From an optimization exercise on the open Yosys and OpenROAD flow, aimed at small area and a short achievable clock period; shortcuts taken in it are not production practice.
Function was checked by simulation only, so behaviour that the tests miss may differ from the original.
Power is estimated from default activity; no workload was simulated.

==> flow/design.v <==
package dec_pkg;
   localparam int XLEN = 32;                         
   localparam int NB_DEPTH = 4;                      
   typedef logic [XLEN-1:0] xlen_t;                  
   typedef logic [31:1] pc_t;                        
   typedef logic [4:0] reg_addr_t;                   
   typedef logic [$clog2(NB_DEPTH)-1:0] nb_tag_t;    
   localparam logic [6:0] OPC_OP = 7'b0110011;       
   localparam logic [6:0] OPC_OP_IMM = 7'b0010011;   
   localparam logic [6:0] OPC_LUI = 7'b0110111;      
   localparam logic [6:0] OPC_LOAD = 7'b0000011;
   localparam logic [6:0] OPC_STORE = 7'b0100011;
   typedef enum logic [3:0] {
      ADD,
      SUB,
      AND,
      OR,
      XOR,
      SLL,
      SRL,
      SRA,
      SLT,
      SLTU,
      PASS_B                                         
   } alu_op_e;
   typedef struct packed {
      logic      valid;
      reg_addr_t rd;                                 
      logic      wen;                                
      xlen_t     instr;                              
      pc_t       pc;
   } decode_pkt_t;
endpackage
module dec_top (
   input  logic             clk,
   input  logic             arst_n,
   input  logic             ifu_i0_valid,
   input  dec_pkg::xlen_t   ifu_i0_instr,
   input  dec_pkg::pc_t     ifu_i0_pc,
   input  dec_pkg::xlen_t   exu_i0_result_x,
   input  logic             lsu_nb_valid,
   input  logic             lsu_nb_error,
   input  dec_pkg::nb_tag_t lsu_nb_tag,
   input  dec_pkg::xlen_t   lsu_nb_data,
   output logic             ib_ready,
   output logic             dec_i0_decode_d,
   output logic             dec_illegal_d,
   output dec_pkg::alu_op_e dec_alu_op,
   output dec_pkg::xlen_t   dec_rs1_data,
   output dec_pkg::xlen_t   dec_rs2_data,
   output dec_pkg::xlen_t   dec_immed,
   output logic             dec_use_imm,
   output logic             dec_lsu_load,
   output logic             dec_lsu_store,
   output dec_pkg::nb_tag_t dec_lsu_tag,
   output dec_pkg::xlen_t   dec_i0_result_r,
   output logic             trace_valid,
   output dec_pkg::xlen_t   trace_insn,
   output dec_pkg::pc_t     trace_pc
);
   logic        ib_valid;                      
   logic [31:0] ib_instr;
   logic [31:1] ib_pc;
   logic        ib_legal, ib_load, ib_store, ib_wr;
   logic [3:0]  ib_alu;
   logic        ib_use_imm;
   logic [30:0] ib_imm;                        
   logic [31:0] rd1_q, rd2_q;                  
   logic        hx, hr;                        
   logic [3:0]  ht;                            
   logic        dec_q, rdy_q, ill_q, load_q, store_q;    
   logic [1:0]  ftag_q;                        
   logic        x_valid, x_live, r_valid, r_live;
   logic [31:0] x_instr, r_instr;
   logic [31:1] x_pc, r_pc;
   logic [31:0] r_result;
   logic [3:0]  tag_valid;
   logic [4:0]  tag_rd [4];
   logic [31:0] gpr_q [1:31];
   logic [31:1] gpr_v;                         
   logic [6:0]  f_opc;
   logic [4:0]  f_rs1, f_rs2, f_rd;
   logic        f_op, f_opimm, f_lui, f_load, f_store, f_legal;
   logic        f_q1, f_q2, f_qd, f_wr;
   logic [3:0]  f_alu;
   logic [30:0] f_imm;
   assign f_opc = ifu_i0_instr[6:0];
   assign f_rd = ifu_i0_instr[11:7];
   assign f_rs1 = ifu_i0_instr[19:15];
   assign f_rs2 = ifu_i0_instr[24:20];
   assign f_op = (f_opc == dec_pkg::OPC_OP);
   assign f_opimm = (f_opc == dec_pkg::OPC_OP_IMM);
   assign f_lui = (f_opc == dec_pkg::OPC_LUI);
   assign f_load = (f_opc == dec_pkg::OPC_LOAD);
   assign f_store = (f_opc == dec_pkg::OPC_STORE);
   assign f_legal = f_op | f_opimm | f_lui | f_load | f_store;
   assign f_q1 = (f_op | f_opimm | f_load | f_store) & (f_rs1 != '0);    
   assign f_q2 = (f_op | f_store) & (f_rs2 != '0);
   assign f_qd = (f_op | f_opimm | f_lui | f_load) & (f_rd != '0);       
   assign f_wr = (f_op | f_opimm | f_lui) & (f_rd != '0);                
   always_comb begin
      f_alu = dec_pkg::ADD;
      if (f_lui) begin
         f_alu = dec_pkg::PASS_B;
      end else if (f_op || f_opimm) begin
         case (ifu_i0_instr[14:12])
            3'b000:  f_alu = (f_op && ifu_i0_instr[30]) ? dec_pkg::SUB : dec_pkg::ADD;
            3'b001:  f_alu = dec_pkg::SLL;
            3'b010:  f_alu = dec_pkg::SLT;
            3'b011:  f_alu = dec_pkg::SLTU;
            3'b100:  f_alu = dec_pkg::XOR;
            3'b101:  f_alu = ifu_i0_instr[30] ? dec_pkg::SRA : dec_pkg::SRL;
            3'b110:  f_alu = dec_pkg::OR;
            default: f_alu = dec_pkg::AND;
         endcase
      end
   end
   assign f_imm = f_store ? {{20{ifu_i0_instr[31]}}, ifu_i0_instr[30:25], ifu_i0_instr[11:7]} :
                  f_lui ? {ifu_i0_instr[30:12], 12'b0} :
                  {{20{ifu_i0_instr[31]}}, ifu_i0_instr[30:20]};
   function automatic logic hit(input logic [4:0] r);
      hit = (f_q1 & (r == f_rs1)) | (f_q2 & (r == f_rs2)) | (f_qd & (r == f_rd));
   endfunction
   logic        ld;                            
   logic [3:0]  alloc;
   logic [4:0]  ib_rd, x_rd, r_rd;
   assign ib_rd = ib_instr[11:7];
   assign x_rd = x_instr[11:7];
   assign r_rd = r_instr[11:7];
   assign ld = rdy_q;
   always_comb begin
      for (int k = 0; k < 4; k++) alloc[k] = load_q & (ftag_q == k[1:0]);
   end
   assign ib_ready = rdy_q;
   assign dec_i0_decode_d = dec_q;
   assign dec_illegal_d = ill_q;
   assign dec_lsu_load = load_q;
   assign dec_lsu_store = store_q;
   assign dec_lsu_tag = ftag_q;
   assign dec_alu_op = dec_pkg::alu_op_e'(ib_alu);
   assign dec_use_imm = ib_use_imm;
   assign dec_immed = {ib_instr[31], ib_imm};
   assign dec_rs1_data = rd1_q;
   assign dec_rs2_data = rd2_q;
   assign dec_i0_result_r = r_result;
   logic        n_ib_valid, n_legal, n_load, n_store;
   logic        n_hx, n_hr, n_x_live;
   logic [3:0]  n_ht, n_tag_valid;
   logic        n_stall, n_dec;
   logic [1:0]  n_ftag;
   assign n_ib_valid = ld ? ifu_i0_valid : 1'b1;
   assign n_legal = ld ? f_legal : ib_legal;
   assign n_load = ld ? f_load : ib_load;
   assign n_store = ld ? f_store : ib_store;
   assign n_hx = ld ? hit(ib_rd) : hx;         
   assign n_hr = ld ? hit(x_rd) : hx;          
   assign n_x_live = dec_q & ib_wr;
   always_comb begin
      for (int k = 0; k < 4; k++) begin
         n_ht[k] = ld ? (alloc[k] ? hit(ib_rd) : hit(tag_rd[k])) : ht[k];
         n_tag_valid[k] = alloc[k] | (tag_valid[k] & ~(lsu_nb_valid & (lsu_nb_tag == k[1:0])));
      end
   end
   assign n_stall = (n_x_live & n_hx) | (x_live & n_hr) | (|(n_tag_valid & n_ht)) |
                    (n_load & (&n_tag_valid));
   assign n_dec = n_ib_valid & n_legal & ~n_stall;
   assign n_ftag = ~n_tag_valid[0] ? 2'd0 : ~n_tag_valid[1] ? 2'd1 :
                   ~n_tag_valid[2] ? 2'd2 : 2'd3;
   always_ff @(posedge clk or negedge arst_n) begin
      if (!arst_n) begin
         ib_valid <= 1'b0;
         dec_q <= 1'b0;
         rdy_q <= 1'b1;
         ill_q <= 1'b0;
         load_q <= 1'b0;
         store_q <= 1'b0;
         ftag_q <= '0;
         tag_valid <= '0;
         x_valid <= 1'b0;
         x_live <= 1'b0;
         r_valid <= 1'b0;
         r_live <= 1'b0;
         trace_valid <= 1'b0;
      end else begin
         ib_valid <= n_ib_valid;
         dec_q <= n_dec;
         rdy_q <= ~(n_ib_valid & n_legal & n_stall);
         ill_q <= n_ib_valid & ~n_legal;
         load_q <= n_dec & n_load;
         store_q <= n_dec & n_store;
         ftag_q <= n_ftag;
         tag_valid <= n_tag_valid;
         x_valid <= dec_q;
         x_live <= n_x_live;
         r_valid <= x_valid;
         r_live <= x_live;
         trace_valid <= r_valid;
      end
   end
   always_ff @(posedge clk) begin
      ib_legal <= n_legal;
      ib_load <= n_load;
      ib_store <= n_store;
      hx <= n_hx;
      hr <= n_hr;
      ht <= n_ht;
      if (ld) begin
         ib_instr <= ifu_i0_instr;
         ib_pc <= ifu_i0_pc;
         ib_wr <= f_wr;
         ib_alu <= f_alu;
         ib_use_imm <= ~f_op;
         ib_imm <= f_imm;
      end
   end
   always_ff @(posedge clk) begin
      x_instr <= ib_instr;
      x_pc <= ib_pc;
      r_instr <= x_instr;
      r_pc <= x_pc;
      r_result <= exu_i0_result_x;
      trace_insn <= r_instr;
      trace_pc <= r_pc;
   end
   always_ff @(posedge clk) begin
      for (int k = 0; k < 4; k++) begin
         if (alloc[k]) tag_rd[k] <= ib_rd;
      end
   end
   logic [31:1] s0, s1;
   logic [3:0]  nb_hot;
   always_comb begin
      for (int k = 0; k < 4; k++) nb_hot[k] = lsu_nb_valid & ~lsu_nb_error & (lsu_nb_tag == k[1:0]);
      for (int i = 1; i < 32; i++) begin
         s0[i] = r_live & (r_rd == i[4:0]);
         s1[i] = (nb_hot[0] & (tag_rd[0] == i[4:0])) | (nb_hot[1] & (tag_rd[1] == i[4:0])) |
                 (nb_hot[2] & (tag_rd[2] == i[4:0])) | (nb_hot[3] & (tag_rd[3] == i[4:0]));
      end
   end
   always_ff @(posedge clk or negedge arst_n) begin
      if (!arst_n) begin
         gpr_v <= '0;
      end else begin
         gpr_v <= gpr_v | s0 | s1;
      end
   end
   always_ff @(posedge clk) begin
      for (int i = 1; i < 32; i++) begin
         gpr_q[i] <= ({32{s0[i]}} & r_result) | ({32{s1[i]}} & lsu_nb_data) |
                     ({32{~(s0[i] | s1[i])}} & gpr_q[i]);
      end
   end
   logic [4:0]  ib_rs1, ib_rs2;
   logic [31:1] rsel1, rsel2;
   logic [31:0] frd1, frd2;
   assign ib_rs1 = ib_instr[19:15];
   assign ib_rs2 = ib_instr[24:20];
   function automatic logic nb_hit(input logic [4:0] a);
      nb_hit = (a != '0) & ((nb_hot[0] & (tag_rd[0] == a)) | (nb_hot[1] & (tag_rd[1] == a)) |
                            (nb_hot[2] & (tag_rd[2] == a)) | (nb_hot[3] & (tag_rd[3] == a)));
   endfunction
   function automatic logic r_hit(input logic [4:0] a);
      r_hit = (a != '0) & r_live & (r_rd == a);
   endfunction
   always_comb begin
      for (int i = 1; i < 32; i++) begin
         rsel1[i] = (f_rs1 == i[4:0]) & gpr_v[i];
         rsel2[i] = (f_rs2 == i[4:0]) & gpr_v[i];
      end
      frd1 = '0;
      frd2 = '0;
      for (int i = 1; i < 32; i++) begin
         frd1 |= {32{rsel1[i]}} & gpr_q[i];
         frd2 |= {32{rsel2[i]}} & gpr_q[i];
      end
   end
   always_ff @(posedge clk) begin
      if (ld) begin
         rd1_q <= nb_hit(f_rs1) ? lsu_nb_data : r_hit(f_rs1) ? r_result : frd1;
         rd2_q <= nb_hit(f_rs2) ? lsu_nb_data : r_hit(f_rs2) ? r_result : frd2;
      end else begin
         rd1_q <= nb_hit(ib_rs1) ? lsu_nb_data : r_hit(ib_rs1) ? r_result : rd1_q;
         rd2_q <= nb_hit(ib_rs2) ? lsu_nb_data : r_hit(ib_rs2) ? r_result : rd2_q;
      end
   end
endmodule
==> flow/run.sh <==
#!/bin/bash
# synth_recipe.tcl (not shown) runs the flow's synth.tcl, then flattens the netlist and writes it again
# the make line also repeats each setting of config.mk as NAME=value (left out here)
make -C /OpenROAD-flow-scripts/flow DESIGN_CONFIG=/design/flow/config.mk WORK_HOME=/design/flow/orfs CLKGATE_MAP_FILE= SYNTH_SCRIPT=/design/flow/synth_recipe.tcl finish
==> flow/config.mk <==
export PLATFORM = sky130hd
export DESIGN_NAME = dec_top
export DESIGN_NICKNAME = dec_top
export VERILOG_FILES = /design/flow/design.v
export SDC_FILE = /design/flow/constraint.sdc
export NUM_CORES = 4
export LEC_CHECK = 0
export CAP_MARGIN = 20
export CORE_MARGIN = 2
export CORE_UTILIZATION = 40
export SETUP_SLACK_MARGIN = 5
export SLEW_MARGIN = 20
==> flow/constraint.sdc <==
create_clock -name core_clock -period 8.0 [get_ports {clk}]
set_input_delay 1.6000 -clock core_clock [delete_from_list [all_inputs] [get_ports {clk}]]
set_output_delay 1.6000 -clock core_clock [all_outputs]
set_load 0.01 [all_outputs]
==> notes.md <==
status - did not finish
Halt Stage - 5_1_grt
Stop Error - [ERROR GRT-0232] Routing congestion too high. Check the congestion heatmap in the GUI.
count leader, synth - nand2_1
hold buffers post-CTS - 0
Clock Tree Root - clkbuf_16
Die X - 419 um
num ports - 338
CTS Sinks - 1452
EDFF count, synth - 184
Seq/Total Area, Yosys - 45.3%
Synth Warn # - 3
mapped cell area - 68800 um^2
detailed placement HPWL - 276 mm
deepest clock path buffer count - 3
Initial Util - 40.2%
largest net degree at the start of global routing - 57
cell area after placement - 75900 um^2
Die Span Y - 419 um
Netlist cell types - 89
worst slack, placed - 1.90 ns
synth top area cells - dfxtp_1 36%, a22oi_1 17%, nand2_1 11%
GRT Total Usage - 67.7%
syn nets - 8264
Synth area leader - dfxtp_1
GRT Residual Overflow - 4
post-synth top area share - 35.5%
post-synthesis cell count - 8130
RePlAce Congestion - 1.07
Seq cells post-synth - 1452
H-tree depth - 4
cts bufs inserted - 165
Main synth FF type - dfxtp_1
Post-synth top cells - 2089 x nand2_1, 1594 x a22oi_1, 1221 x dfxtp_1
IO Port Bufs - 337
Avg Inst Size Synth - 8.46 um^2
number of cell rows - 152
post-synthesis async set-or-reset flop share - 3.24%
-- through the flow --
step,instances,utilization (%)
floorplan,8130,-
global placement,10100,44.3
detailed placement,10100,44.3
CTS,11100,54.8
-- repair_timing --
item / 4_1_cts
endpoints found under the hold margin: 0
pin swaps: 297
gates resized for setup: 1881
setup endpoints to repair: 1384
buffers inserted: 622
cloned: 102
-- per-layer routing --
layer | overflow | track usage (%)
met5 | 0 | 39.0
met2 | 0 | 77.6
met3 | 2 | 59.8
met1 | 0 | 70.5
met4 | 2 | 58.4
-- power by group through the flow --
stage | clock network, W | logic [W] | registers [W]
floorplan | 0 | 0.000825 | 0.00843
global placement | 0 | 0.00140 | 0.00867
detailed placement | 0 | 0.00143 | 0.00867
CTS | 0.00816 | 0.00177 | 0.00854
-- worst min path at each step --
stage                         from             endpoint  slack, ns  cells past startpoint
2_1_floorplan   x_instr[0]$_DFF_P_   r_instr[0]$_DFF_P_       0.31                      0
3_3_place_gp   x_instr[28]$_DFF_P_  r_instr[28]$_DFF_P_       0.31                      0
3_5_place_dp    x_instr[0]$_DFF_P_   r_instr[0]$_DFF_P_       0.31                      0
4_1_cts            x_pc[1]$_DFF_P_      r_pc[1]$_DFF_P_       0.32                      0
-- kinds of logic after synthesis --
family / Yosys count / share of synthesized area, %
xor+xnor: 150 / 1.91
flops: 1452 / 45.3
compound gates: 2053 / 22.9
simple gates: 3449 / 23.1
buf+inv: 962 / 5.88
mux: 64 / 0.990
